This design comes from an exercise in tuning for small area and a short achievable clock period on the open sky130 flow, not from production work. The RTL was checked by simulation tests, not by an equivalence proof against the original design. No activity file was given, so power comes from the tool's default toggle rates.

==> flow/design.v <==
package cdq_pkg;
    localparam int SLOTS  = 16;
    localparam int ELEM_W = 32;
    localparam int NCELL  = SLOTS - 1;
    localparam int CNT_W  = $clog2(SLOTS);
    localparam logic [CNT_W-1:0] CNT_MAX = CNT_W'(NCELL);
    localparam logic [2:0] OP_PUSH_BACK  = 3'd0;
    localparam logic [2:0] OP_PUSH_FRONT = 3'd1;
    localparam logic [2:0] OP_POP_FRONT  = 3'd2;
    localparam logic [2:0] OP_POP_BACK   = 3'd3;
    localparam logic [2:0] OP_PEEK_FRONT = 3'd4;
    localparam logic [2:0] OP_PEEK_BACK  = 3'd5;
    localparam logic [2:0] OP_CLEAR      = 3'd6;
    localparam logic [1:0] ST_DONE  = 2'd0;
    localparam logic [1:0] ST_EMPTY = 2'd1;
    localparam logic [1:0] ST_FULL  = 2'd2;
    typedef logic [ELEM_W-1:0] t_elem;
endpackage
module circular_deque (
    input  logic                          i_clk,
    input  logic                          i_rst_n,
    input  logic                          i_valid,
    output logic                          o_ready,
    input  logic [2:0]                    i_opcode,
    input  logic [cdq_pkg::ELEM_W-1:0]    i_value,
    output logic                          o_valid,
    input  logic                          i_ready,
    output logic [1:0]                    o_status,
    output logic [cdq_pkg::ELEM_W-1:0]    o_read_value,
    output logic [cdq_pkg::CNT_W-1:0]     o_count,
    output logic                          o_is_empty,
    output logic                          o_is_full
);
    localparam int N = cdq_pkg::NCELL;
    localparam int W = cdq_pkg::ELEM_W;
    cdq_pkg::t_elem            mem [N];
    logic [N-1:0]              r_head;    
    logic [N-1:0]              r_tail;    
    logic [N-1:0]              head_m1, head_p1, tail_m1, tail_p1;
    logic [cdq_pkg::CNT_W-1:0] r_count;
    logic [cdq_pkg::CNT_W-1:0] n_count;
    logic                      n_empty, n_full;
    logic                      r_empty, r_full;
    logic                      r_valid;
    logic                      r_idle;     
    logic [1:0]                r_status;
    logic [1:0]                n_status;
    logic [cdq_pkg::CNT_W-1:0] r_out_count;
    logic                      r_out_empty, r_out_full;
    cdq_pkg::t_elem            r_rd;
    cdq_pkg::t_elem            n_rd;
    logic [N-1:0]              rd_sel;
    logic                      in_acc;
    logic                      push_b, push_f, pop_f, pop_b, rd_any, clr;
    assign o_ready = r_idle | i_ready;
    assign in_acc  = i_valid & o_ready;
    assign head_m1 = {r_head[0], r_head[N-1:1]};
    assign head_p1 = {r_head[N-2:0], r_head[N-1]};
    assign tail_m1 = {r_tail[0], r_tail[N-1:1]};
    assign tail_p1 = {r_tail[N-2:0], r_tail[N-1]};
    always_comb begin
        push_b   = 1'b0;
        push_f   = 1'b0;
        pop_f    = 1'b0;
        pop_b    = 1'b0;
        rd_any   = 1'b0;
        clr      = 1'b0;
        n_status = cdq_pkg::ST_DONE;
        case (i_opcode)
            cdq_pkg::OP_PUSH_BACK:  if (r_full) n_status = cdq_pkg::ST_FULL; else push_b = 1'b1;
            cdq_pkg::OP_PUSH_FRONT: if (r_full) n_status = cdq_pkg::ST_FULL; else push_f = 1'b1;
            cdq_pkg::OP_POP_FRONT:  if (r_empty) n_status = cdq_pkg::ST_EMPTY; else begin pop_f = 1'b1; rd_any = 1'b1; end
            cdq_pkg::OP_POP_BACK:   if (r_empty) n_status = cdq_pkg::ST_EMPTY; else begin pop_b = 1'b1; rd_any = 1'b1; end
            cdq_pkg::OP_PEEK_FRONT: if (r_empty) n_status = cdq_pkg::ST_EMPTY; else rd_any = 1'b1;
            cdq_pkg::OP_PEEK_BACK:  if (r_empty) n_status = cdq_pkg::ST_EMPTY; else rd_any = 1'b1;
            cdq_pkg::OP_CLEAR:      clr = 1'b1;
            default: ;
        endcase
    end
    always_comb begin
        n_count = r_count;
        if (clr) n_count = '0;
        else if (push_b | push_f) n_count = r_count + 1'b1;
        else if (pop_f | pop_b) n_count = r_count - 1'b1;
    end
    assign n_empty = (n_count == '0);
    assign n_full  = (n_count == cdq_pkg::CNT_MAX);
    assign rd_sel = i_opcode[0] ? tail_m1 : r_head;
    cdq_pkg::t_elem rd_acc [N+1];
    assign rd_acc[0] = '0;
    for (genvar g = 0; g < N; g++) begin : g_rd
        assign rd_acc[g+1] = rd_acc[g] | (mem[g] & {W{rd_sel[g]}});
    end
    assign n_rd = rd_acc[N] & {W{rd_any}};
    for (genvar g = 0; g < N; g++) begin : g_slot
        always_ff @(posedge i_clk) begin
            if (!r_full && (head_m1[g] || r_tail[g])) mem[g] <= i_value;
        end
    end
    always_ff @(posedge i_clk) begin
        if (!i_rst_n) begin
            r_head  <= {{(N-1){1'b0}}, 1'b1};
            r_tail  <= {{(N-1){1'b0}}, 1'b1};
            r_count <= '0;
            r_empty <= 1'b1;
            r_full  <= 1'b0;
            r_valid <= 1'b0;
            r_idle  <= 1'b1;
            r_status    <= cdq_pkg::ST_DONE;
            r_rd        <= '0;
            r_out_count <= '0;
            r_out_empty <= 1'b1;
            r_out_full  <= 1'b0;
        end else begin
            if (in_acc) begin
                r_count <= n_count;
                r_empty <= n_empty;
                r_full  <= n_full;
                r_valid <= 1'b1;
                r_idle  <= 1'b0;
                if (push_f) r_head <= head_m1;
                else if (pop_f) r_head <= head_p1;
                if (clr) r_tail <= r_head;
                else if (push_b) r_tail <= tail_p1;
                else if (pop_b) r_tail <= tail_m1;
            end else if (i_ready) begin
                r_valid <= 1'b0;
                r_idle  <= 1'b1;
            end
            if (o_ready) begin
                r_status    <= n_status;
                r_rd        <= n_rd;
                r_out_count <= n_count;
                r_out_empty <= n_empty;
                r_out_full  <= n_full;
            end
        end
    end
    assign o_valid      = r_valid;
    assign o_status     = r_status;
    assign o_read_value = r_rd;
    assign o_count      = r_out_count;
    assign o_is_empty   = r_out_empty;
    assign o_is_full    = r_out_full;
endmodule
export LEC_CHECK = 0
export CAP_MARGIN = 20
export CORE_MARGIN = 2
export CORE_UTILIZATION = 40
export CTS_CLUSTER_DIAMETER = 100
export CTS_CLUSTER_SIZE = 20
export SETUP_SLACK_MARGIN = 1.45
export SLEW_MARGIN = 20
create_clock -name core_clock -period 3.2 [get_ports {i_clk}]
standard.sh (not shown) runs the stock make flow with config.mk's settings and CLKGATE_MAP_FILE= SYNTH_SCRIPT=/design/flow/synth_recipe.tcl, a recipe that flattens the netlist after the stock synthesis.
==> flow/flow/run.sh <==
#!/bin/bash
# Standard layout, except that the port buffers are plain buffers
# (buf_2) instead of the delay buffer buffer_ports picks by default.
set -o pipefail
export BUFFER_PORTS_ARGS="-buffer_cell sky130_fd_sc_hd__buf_2"
bash standard.sh > standard.log 2>&1
The first run finished with timing, DRC and antenna clean.
Edit:
==> flow/run.sh (new file) <==
#!/bin/bash
# synth_recipe.tcl (not shown) runs the flow's synth.tcl, then flattens the netlist and writes it again
# the make line also repeats each setting of config.mk as NAME=value (left out here)
make -C /OpenROAD-flow-scripts/flow DESIGN_CONFIG=/design/flow/config.mk WORK_HOME=/design/flow/orfs CLKGATE_MAP_FILE= SYNTH_SCRIPT=/design/flow/synth_recipe.tcl finish
- CORE_UTILIZATION: 40 -> 55
- CTS_CLUSTER_SIZE: 20 -> 25
- SETUP_SLACK_MARGIN: 1.45 -> 1.3
removed: flow/flow/run.sh
removed: flow/standard.sh
Area after synthesis is unchanged.
Total power falls by a few percent.
Worst hold slack gains 0.16 ns.
Clock skew rises by 0.0085 ns.
Design area falls by a few percent.
Wire length falls by roughly a tenth.
Non-clock buffer count falls by 13.
Edit:
==> flow/flow/run.sh (new file) <==
#!/bin/bash
# Standard layout, except that the port buffers are plain buffers
# (buf_2) instead of the delay buffer buffer_ports picks by default.
set -o pipefail
export BUFFER_PORTS_ARGS="-buffer_cell sky130_fd_sc_hd__buf_2"
bash standard.sh > standard.log 2>&1
==> flow/standard.sh (new file) <==
#!/bin/bash
# synth_recipe.tcl (not shown) runs the flow's synth.tcl, then flattens the netlist and writes it again
# the make line also repeats each setting of config.mk as NAME=value (left out here)
make -C /OpenROAD-flow-scripts/flow DESIGN_CONFIG=/design/flow/config.mk WORK_HOME=/design/flow/orfs CLKGATE_MAP_FILE= SYNTH_SCRIPT=/design/flow/synth_recipe.tcl "${@:-finish}"
- CORE_UTILIZATION: 55 -> 40
- SETUP_SLACK_MARGIN: 1.3 -> 1.45
removed: flow/run.sh
- design area went up by 1.7%
- maximum frequency climbs by 4.1%
- setup slack gains 0.076 ns
- clock skew is lower by 0.011 ns
- sequential cell count is unchanged
- clock-buffer cell count came out lower by 2
Edit:
- PLACE_DENSITY: default -> 0.75
- SETUP_SLACK_MARGIN: 1.45 -> 1.4
Effect:
- global-route usage shrinks by 2.5 points
- hold slack improves by 0.010 ns
- synthesized area is unchanged
- clock-buffer cell count grows by 1
- cell area shrinks by 3.1%
- maximum frequency is about the same
- non-clock buffer count shrinks by 32
- die area is unchanged
Edit:
- PLACE_DENSITY: 0.75 -> default
- SETUP_SLACK_MARGIN: 1.4 -> 1.6
Worst setup slack loses 0.032 ns.
Final cell count came out higher by 5.4%.
Clock-buffer cell count drops by 2.
Final area climbs by about 10%.
Fmax came out lower by 1.7%.
Utilization grows by 5.0 points.
Hold slack gets better by 0.010 ns.
Global-route usage rose by 6.3 points.
Edit:
- SETUP_SLACK_MARGIN: 1.6 -> 1.35
Effect: The new run completed with no timing, DRC or antenna violations. Fmax goes up by about 0.9%. Final cell count came out lower by about 6%. Die area stays the same. Via count went down by 13%. Power goes down by about 3%. Critical path depth is unchanged. Clock skew falls by 0.022 ns. Non-clock buffer count decreases by 114. Register-to-register slack barely changes.

-- port drivers added, routing unchanged --
The results above use ideal ports. As a check the final layouts listed here were re-extracted and re-timed, cells and wires unchanged.
Step 1: set_driving_cell puts a clkbuf_16 on i_clk and a buf_2 on each other input, an assumption about the parent block.
Step 2 also shifts input and output timing later by t, the mid clock arrival at the registers, as if the neighbouring blocks saw the same clock.
Three values: ideal ports, drivers, drivers and shift; two values: the first two.
run	t, ns	setup slack, ns	cell pins on the clock port's net
the first run	0.678	1.304 / 1.290 / 0.741	1
the second run	0.649	1.293 / 1.235 / 0.708	1
the third run	0.657	1.369 / 1.311 / 0.800	1
the fourth run	0.653	1.368 / 1.316 / 0.800	1
the fifth run	0.668	1.336 / 1.280 / 0.637	1
the sixth run	0.649	1.352 / 1.295 / 0.754	1
After both steps setup and hold are still met in every run listed. The setup slack of the fifth run, which loses most, moves by -0.056 ns with the drivers and by -0.699 ns with both steps.
